Background: an optimization exercise with open tools, aiming at small area and a short achievable clock period. Do not read the settings as production practice. Where RTL was checked, it was by simulation tests only, not by an equivalence proof against the original. The clock port is modelled as an ideal driver; clocking choices that lean on that would not hold on a real chip. Power figures rest on the tool's default switching activity, not on a simulated workload.

## tenc_bridge_top
module tenc_bridge_top
(
    input  logic       i_clk,
    input  logic       i_rst,
    input  logic       i_wb_cyc,
    input  logic       i_wb_stb,
    input  logic       i_wb_we,
    input  tenc_pkg::wb_data_t   i_wb_dat,
    output logic       o_wb_ack,
    output tenc_pkg::wb_data_t   o_wb_dat,
    input  tenc_pkg::code_sel_t  i_param_sel,
    output logic       o_enc_valid,
    input  logic       i_enc_ready,
    output tenc_pkg::in_sym_t    o_enc_sym,
    input  logic       i_res_valid,
    output logic       o_res_ready,
    input  tenc_pkg::res_word_t  i_res_word,
    output tenc_pkg::blocksize_t o_blocksize,
    output tenc_pkg::perm_p_t    o_p,
    output tenc_pkg::perm_q_t    o_q0,
    output tenc_pkg::perm_q_t    o_q1,
    output tenc_pkg::perm_q_t    o_q2,
    output tenc_pkg::perm_q_t    o_q3
);
Size in the first run: ~160 I/O pins, about 0.086 mm² of cells after synthesis.
==> flow/config.mk <==
export PLATFORM = sky130hd
export DESIGN_NAME = tenc_bridge_top
export DESIGN_NICKNAME = tenc_bridge_top
export VERILOG_FILES = /design/flow/design.v
export SDC_FILE = /design/flow/constraint.sdc
export NUM_CORES = 4
export LEC_CHECK = 0
export CAP_MARGIN = 20
export CORE_MARGIN = 2
export CORE_UTILIZATION = 65
export CTS_CLUSTER_DIAMETER = 100
export CTS_CLUSTER_SIZE = 24
export SETUP_SLACK_MARGIN = 3.4
export SLEW_MARGIN = 20
==> flow/constraint.sdc <==
create_clock -name core_clock -period 6.0 [get_ports {i_clk}]
set_input_delay 1.2000 -clock core_clock [delete_from_list [all_inputs] [get_ports {i_clk}]]
set_output_delay 1.2000 -clock core_clock [all_outputs]
set_load 0.01 [all_outputs]
run.sh (not shown) runs the stock make flow with config.mk's settings and CLKGATE_MAP_FILE= SYNTH_SCRIPT=/design/flow/synth_recipe.tcl, a recipe that flattens the netlist after the stock synthesis.
Change:
==> flow/flow/run.sh (new file) <==
#!/bin/bash
# Layout flow: the standard flow (standard.sh) with different tool options
# for the port buffers and the clock tree. Each ORFS step keeps its own log
# under orfs/logs/; the make output goes to standard_flow.log here.
set -e
cp standard.sh standard_sh_used.txt
# Port buffers: a regular buffer instead of the default pick (a delay cell)
export BUFFER_PORTS_ARGS="-buffer_cell sky130_fd_sc_hd__buf_4"
# Clock tree: larger sink clusters and no dummy loads
export CTS_ARGS="-sink_clustering_enable -repair_clock_nets -sink_clustering_size 24 -sink_clustering_max_diameter 100 -dont_use_dummy_load"
bash standard.sh finish > standard_flow.log 2>&1
==> flow/standard.sh (new file) <==
#!/bin/bash
# synth_recipe.tcl (not shown) runs the flow's synth.tcl, then flattens the netlist and writes it again
# the make line also repeats each setting of config.mk as NAME=value (left out here)
make -C /OpenROAD-flow-scripts/flow DESIGN_CONFIG=/design/flow/config.mk WORK_HOME=/design/flow/orfs CLKGATE_MAP_FILE= SYNTH_SCRIPT=/design/flow/synth_recipe.tcl "${@:-finish}"
removed: flow/run.sh
The changed run went through all stages and came out clean.
Routed wire length is about the same.
Die area is unchanged.
Clock skew rises by 0.024 ns.
Clock power is lower by a few percent.
Core utilization decreases by 0.46 points.
Area after synthesis stays the same.
Synthesized cell count does not change.
Total power goes down slightly.
Global-route usage is about the same.
Final area falls slightly.
No functional check of the RTL was part of any run of this note.

---

tenc_bridge_top, a different RTL version from the one above (not shown whole).
Size in the first run: about 5100 cells after synthesis, about 2400 flip-flops, ~160 I/O pins, ~0.087 sq mm of cells after synthesis.
Settings: LEC_CHECK=0, CAP_MARGIN=20, CORE_MARGIN=2, CORE_UTILIZATION=50, CTS_CLUSTER_DIAMETER=100, CTS_CLUSTER_SIZE=24, SETUP_SLACK_MARGIN=3.7, SLEW_MARGIN=20; clock period 6.0 ns.
standard.sh (not shown) runs the stock make flow with config.mk's settings and CLKGATE_MAP_FILE= SYNTH_SCRIPT=/design/flow/synth_recipe.tcl, a recipe that flattens the netlist after the stock synthesis.
==> flow/flow/run.sh <==
#!/bin/bash
# Layout flow: the standard flow (standard.sh) with different tool options
# for the port buffers and the clock tree. Each ORFS step keeps its own log
# under orfs/logs/; the make output goes to standard_flow.log here.
set -e
cp standard.sh standard_sh_used.txt
# Port buffers: a regular buffer instead of the default pick (a delay cell)
export BUFFER_PORTS_ARGS="-buffer_cell sky130_fd_sc_hd__buf_4"
# Clock tree: larger sink clusters and no dummy loads
export CTS_ARGS="-sink_clustering_enable -repair_clock_nets -sink_clustering_size 24 -sink_clustering_max_diameter 100 -dont_use_dummy_load"
bash standard.sh finish > standard_flow.log 2>&1
Edit:
==> flow/flow/run.sh (replaced) <==
#!/bin/bash
# Layout flow: the standard flow (standard.sh) with different tool options
# for the port buffers, the clock tree and net fanout. Each ORFS step keeps
# its own log under orfs/logs/; the make output goes to standard_flow.log here.
set -e
cp standard.sh standard_sh_used.txt
# Port buffers: a regular buffer instead of the default pick (a delay cell)
export BUFFER_PORTS_ARGS="-buffer_cell sky130_fd_sc_hd__buf_4"
# Clock tree: larger sink clusters, smaller leaf buffers and no dummy loads
export CTS_ARGS="-sink_clustering_enable -repair_clock_nets -sink_clustering_size 18 -sink_clustering_max_diameter 70 -dont_use_dummy_load -sink_clustering_buffer sky130_fd_sc_hd__clkbuf_8"
# Fanout cap before each step that repairs the design
export PRE_GLOBAL_PLACE_TCL="$PWD/flow/fanout.tcl"
export PRE_RESIZE_TCL="$PWD/flow/fanout.tcl"
export PRE_CTS_TCL="$PWD/flow/fanout.tcl"
export PRE_GLOBAL_ROUTE_TCL="$PWD/flow/fanout.tcl"
bash standard.sh finish > standard_flow.log 2>&1
==> flow/flow/fanout.tcl (new file) <==
# Cap signal fanout so the repair steps split the wide write-data and
# pointer nets into smaller nets
set_max_fanout 40 [current_design]
- CORE_UTILIZATION: 50 -> 55
- CTS_CLUSTER_DIAMETER: 100 -> 70
- CTS_CLUSTER_SIZE: 24 -> 18
- SETUP_SLACK_MARGIN: 3.7 -> 3.8
=> Critical path depth is higher by 4; wire length is lower by 0.46%; maximum frequency increases by 1.4%; worst hold slack gets better by 0.0074 ns; via count went up by 0.87%; synthesized cell count is unchanged; clock power shrinks by 9.0%; first-iteration DRC count goes down by 6.8%; synthesized area is unchanged; design area barely changes.

---

Setup of garnet:
tenc_bridge_top again, from the RTL that the note above started with.
==> flow/config.mk <==
export PLATFORM = sky130hd
export DESIGN_NAME = tenc_bridge_top
export DESIGN_NICKNAME = tenc_bridge_top
export VERILOG_FILES = /design/flow/design.v
export SDC_FILE = /design/flow/constraint.sdc
export NUM_CORES = 4
export LEC_CHECK = 0
export CAP_MARGIN = 20
export CORE_MARGIN = 2
export CORE_UTILIZATION = 55
export CTS_CLUSTER_DIAMETER = 100
export CTS_CLUSTER_SIZE = 24
export SETUP_SLACK_MARGIN = 3.8
export SLEW_MARGIN = 20
==> flow/constraint.sdc <==
create_clock -name core_clock -period 6.0 [get_ports {i_clk}]
set_input_delay 1.2000 -clock core_clock [delete_from_list [all_inputs] [get_ports {i_clk}]]
set_output_delay 1.2000 -clock core_clock [all_outputs]
set_load 0.01 [all_outputs]
==> flow/flow/run.sh <==
#!/bin/bash
# Layout flow: the standard flow (standard.sh) with different tool options
# for the port buffers, the clock tree and net fanout. Each ORFS step keeps
# its own log under orfs/logs/; the make output goes to standard_flow.log here.
set -e
cp standard.sh standard_sh_used.txt
# Port buffers: a regular buffer instead of the default pick (a delay cell)
export BUFFER_PORTS_ARGS="-buffer_cell sky130_fd_sc_hd__buf_4"
# Clock tree: larger sink clusters and no dummy loads
export CTS_ARGS="-sink_clustering_enable -repair_clock_nets -sink_clustering_size 24 -sink_clustering_max_diameter 100 -dont_use_dummy_load"
# Fanout cap before each step that repairs the design
export PRE_GLOBAL_PLACE_TCL="$PWD/flow/fanout.tcl"
export PRE_RESIZE_TCL="$PWD/flow/fanout.tcl"
export PRE_CTS_TCL="$PWD/flow/fanout.tcl"
export PRE_GLOBAL_ROUTE_TCL="$PWD/flow/fanout.tcl"
bash standard.sh finish > standard_flow.log 2>&1
==> flow/flow/fanout.tcl <==
# Cap signal fanout so the repair steps split the wide write-data and
# pointer nets into smaller nets
set_max_fanout 40 [current_design]
Changes in willow relative to garnet:
Settings: CTS_CLUSTER_DIAMETER: 100 -> 80; SETUP_SLACK_MARGIN: 3.8 -> 3.7; CTS_CLUSTER_SIZE: 24 -> 28; CORE_UTILIZATION: 55 -> 60.
--- a/flow/flow/run.sh
+++ b/flow/flow/run.sh
@@ -10 +10 @@
-export CTS_ARGS="-sink_clustering_enable -repair_clock_nets -sink_clustering_size 24 -sink_clustering_max_diameter 100 -dont_use_dummy_load"
+export CTS_ARGS="-sink_clustering_enable -repair_clock_nets -sink_clustering_size 28 -sink_clustering_max_diameter 80 -dont_use_dummy_load"
Cell area, willow and garnet: higher on garnet. willow ends up with a total power that is about 0.6% lower than in garnet. When willow is set beside garnet, its combinational fraction of design power turns out to be 0.2 points smaller. Type of the setup path with the least slack: primary input to flip-flop -> willow, flip-flop to output port -> garnet. Utilization after layout ended up 4.8 points higher on willow than on garnet. willow against garnet; detailed-routed wire length on met3 is down by a few percent. willow completed every stage of the flow, and the final layout passed the timing, DRC and antenna checks.
Here is what was changed in the inputs of quartz compared with willow.
Settings: CTS_CLUSTER_SIZE changed from 28 to 16; CTS_CLUSTER_DIAMETER changed from 80 to 60.
--- a/flow/flow/run.sh
+++ b/flow/flow/run.sh
@@ -10 +10 @@
-export CTS_ARGS="-sink_clustering_enable -repair_clock_nets -sink_clustering_size 28 -sink_clustering_max_diameter 80 -dont_use_dummy_load"
+export CTS_ARGS="-sink_clustering_enable -repair_clock_nets -sink_clustering_size 16 -sink_clustering_max_diameter 60 -dont_use_dummy_load"
### Flow results
- Looking at delay of the slowest critical-path stage across quartz and willow, the one that comes out lower is willow.
- For the utilization, quartz came in 1.1 points higher than willow did.
- From willow to quartz the numbers moved as follows: layout multi-input combinational cell count saw little to no change; worst hold slack saw little to no change.
Input changes introduced in nickel (baseline for comparison: quartz):
Settings: changing CTS_CLUSTER_SIZE from 16 to 24; changing CTS_CLUSTER_DIAMETER from 60 to 100.
==> flow/flow/run.sh <==
#!/bin/bash
# Layout flow: the standard flow (standard.sh) with different tool options
# for the port buffers and the clock tree. Each ORFS step keeps its own log
# under orfs/logs/; the make output goes to standard_flow.log here.
set -e
cp standard.sh standard_sh_used.txt
# Port buffers: a regular buffer instead of the default pick (a delay cell)
export BUFFER_PORTS_ARGS="-buffer_cell sky130_fd_sc_hd__buf_4"
# Clock tree: larger sink clusters and no dummy loads
export CTS_ARGS="-sink_clustering_enable -repair_clock_nets -sink_clustering_size 24 -sink_clustering_max_diameter 100 -dont_use_dummy_load"
bash standard.sh finish > standard_flow.log 2>&1
removed: flow/flow/fanout.tcl
Higher combinational power goes to nickel over quartz.
Comparing internal power consumption for quartz and nickel, the bigger number came from quartz.
Looking at shortest clock period the worst path allows after layout, nickel sits 0.043 ns below quartz.
Sequential portion of the cell area in nickel is 1.5 points higher than in quartz
Going from quartz to nickel, largest net degree at the start of global routing moved up; layout filler cell count moved up.
The area taken by flip-flops and latches was comparable across quartz and nickel.
Sort quartz and nickel by cell area desc -> top: quartz
Input-level comparison between zinc and nickel:
Settings: a change of SETUP_SLACK_MARGIN from 3.7 to 4.0.
--- a/flow/flow/run.sh
+++ b/flow/flow/run.sh
@@ -3,2 +3,2 @@
-# for the port buffers and the clock tree. Each ORFS step keeps its own log
-# under orfs/logs/; the make output goes to standard_flow.log here.
+# for the port buffers, the clock tree and net fanout. Each ORFS step keeps
+# its own log under orfs/logs/; the make output goes to standard_flow.log here.
@@ -10,0 +11,5 @@
+# Fanout cap before each step that repairs the design
+export PRE_GLOBAL_PLACE_TCL="$PWD/flow/fanout.tcl"
+export PRE_RESIZE_TCL="$PWD/flow/fanout.tcl"
+export PRE_CTS_TCL="$PWD/flow/fanout.tcl"
+export PRE_GLOBAL_ROUTE_TCL="$PWD/flow/fanout.tcl"
==> flow/flow/fanout.tcl (new file) <==
# Cap signal fanout so the repair steps split the wide write-data and
# pointer nets into smaller nets
set_max_fanout 40 [current_design]
Notes after the runs:
The overall power consumption on zinc is in line with that on nickel.
Compared with nickel, in zinc post-route clock period utilization increased 0.40 points, post-route worst setup slack went down, sequential fraction of total cell area down 1.3 points.
nickel completed every stage of the flow, and the final layout passed the timing, DRC and antenna checks.
zinc: no failed stages, no open violations at the end
Diff nickel -> zinc | core utilization | increase of 1.2 points
zinc ends up with a sum of buffers and inverters on the critical path that is 1 higher than in nickel.
Of nickel and zinc, the higher power attributed to combinational cells belongs to zinc.
zinc — number of buffers added for setup after CTS 5 higher, nickel as reference
Re core footprint: no difference whatsoever between nickel and zinc.
The fraction of power consumed by sequential logic on nickel is in line with that on zinc.
Modified inputs, raven compared to zinc
Settings: SETUP_SLACK_MARGIN changed from 4.0 to 3.7.
==> comparison <==
Taking zinc as the reference point, the proportion of cell area occupied by multi-input gates of raven falls by 0.45 points. From zinc to raven the numbers moved as follows: number of standard cells in the layout, taps in and fillers out level; global-route usage over all layers level. Shortest period the worst path allows: raven and zinc compared, higher one is zinc. The run showing the smaller total leakage power is raven. The number of buffers other than clock buffers in the final layout of raven is lower than that of zinc. Cmp raven and zinc / worst hold slack across all endpoints / higher: raven. Setup slack: raven more than zinc.

==> static timing again, ports no longer ideal <==
In the flow no input, the clock included, has a driving cell. The finished layouts below were timed again as built, in two steps.
Step 1 sets driving cells, clkbuf_16 on the clock port and buf_2 on the other inputs (assumed; they add their load-dependent delay and slew).
Step 2, shift: input delay + t, output delay - t, t = (earliest + latest rising clock arrival at the registers) / 2. This alone moves slack from input paths to output paths.
Three values: ideal ports, drivers, drivers and shift; two values: the first two.
| run | t, ns | slack for setup (ns) | hold slack, ns |
|---|---|---|---|
| the first run of note 1 | 0.857 | 3.243 / 3.155 / 2.663 | 0.386 / 0.386 / 0.386 |
| the second run of note 1 | 0.843 | 3.278 / 3.191 / 2.551 | 0.376 / 0.376 / 0.376 |
| the first run of note 2 | 0.858 | 3.473 / 3.384 / 2.832 | 0.453 / 0.453 / 0.453 |
| the second run of note 2 | 0.851 | 3.507 / 3.421 / 2.750 | 0.460 / 0.460 / 0.460 |
| garnet | 0.841 | 3.512 / 3.424 / 2.885 | 0.460 / 0.460 / 0.460 |
| willow | 0.825 | 3.507 / 3.431 / 2.732 | 0.454 / 0.454 / 0.454 |
| quartz | 0.876 | 3.482 / 3.406 / 2.745 | 0.455 / 0.455 / 0.455 |
| nickel | 0.834 | 3.526 / 3.450 / 2.856 | 0.460 / 0.460 / 0.460 |
| zinc | 0.834 | 3.502 / 3.414 / 2.853 | 0.459 / 0.459 / 0.459 |
| raven | 0.824 | 3.545 / 3.463 / 2.823 | 0.462 / 0.462 / 0.462 |
After both steps every run listed still meets setup and hold. For willow, which loses most, drivers alone change the setup slack by -0.076 ns; drivers and shift together by -0.775 ns.
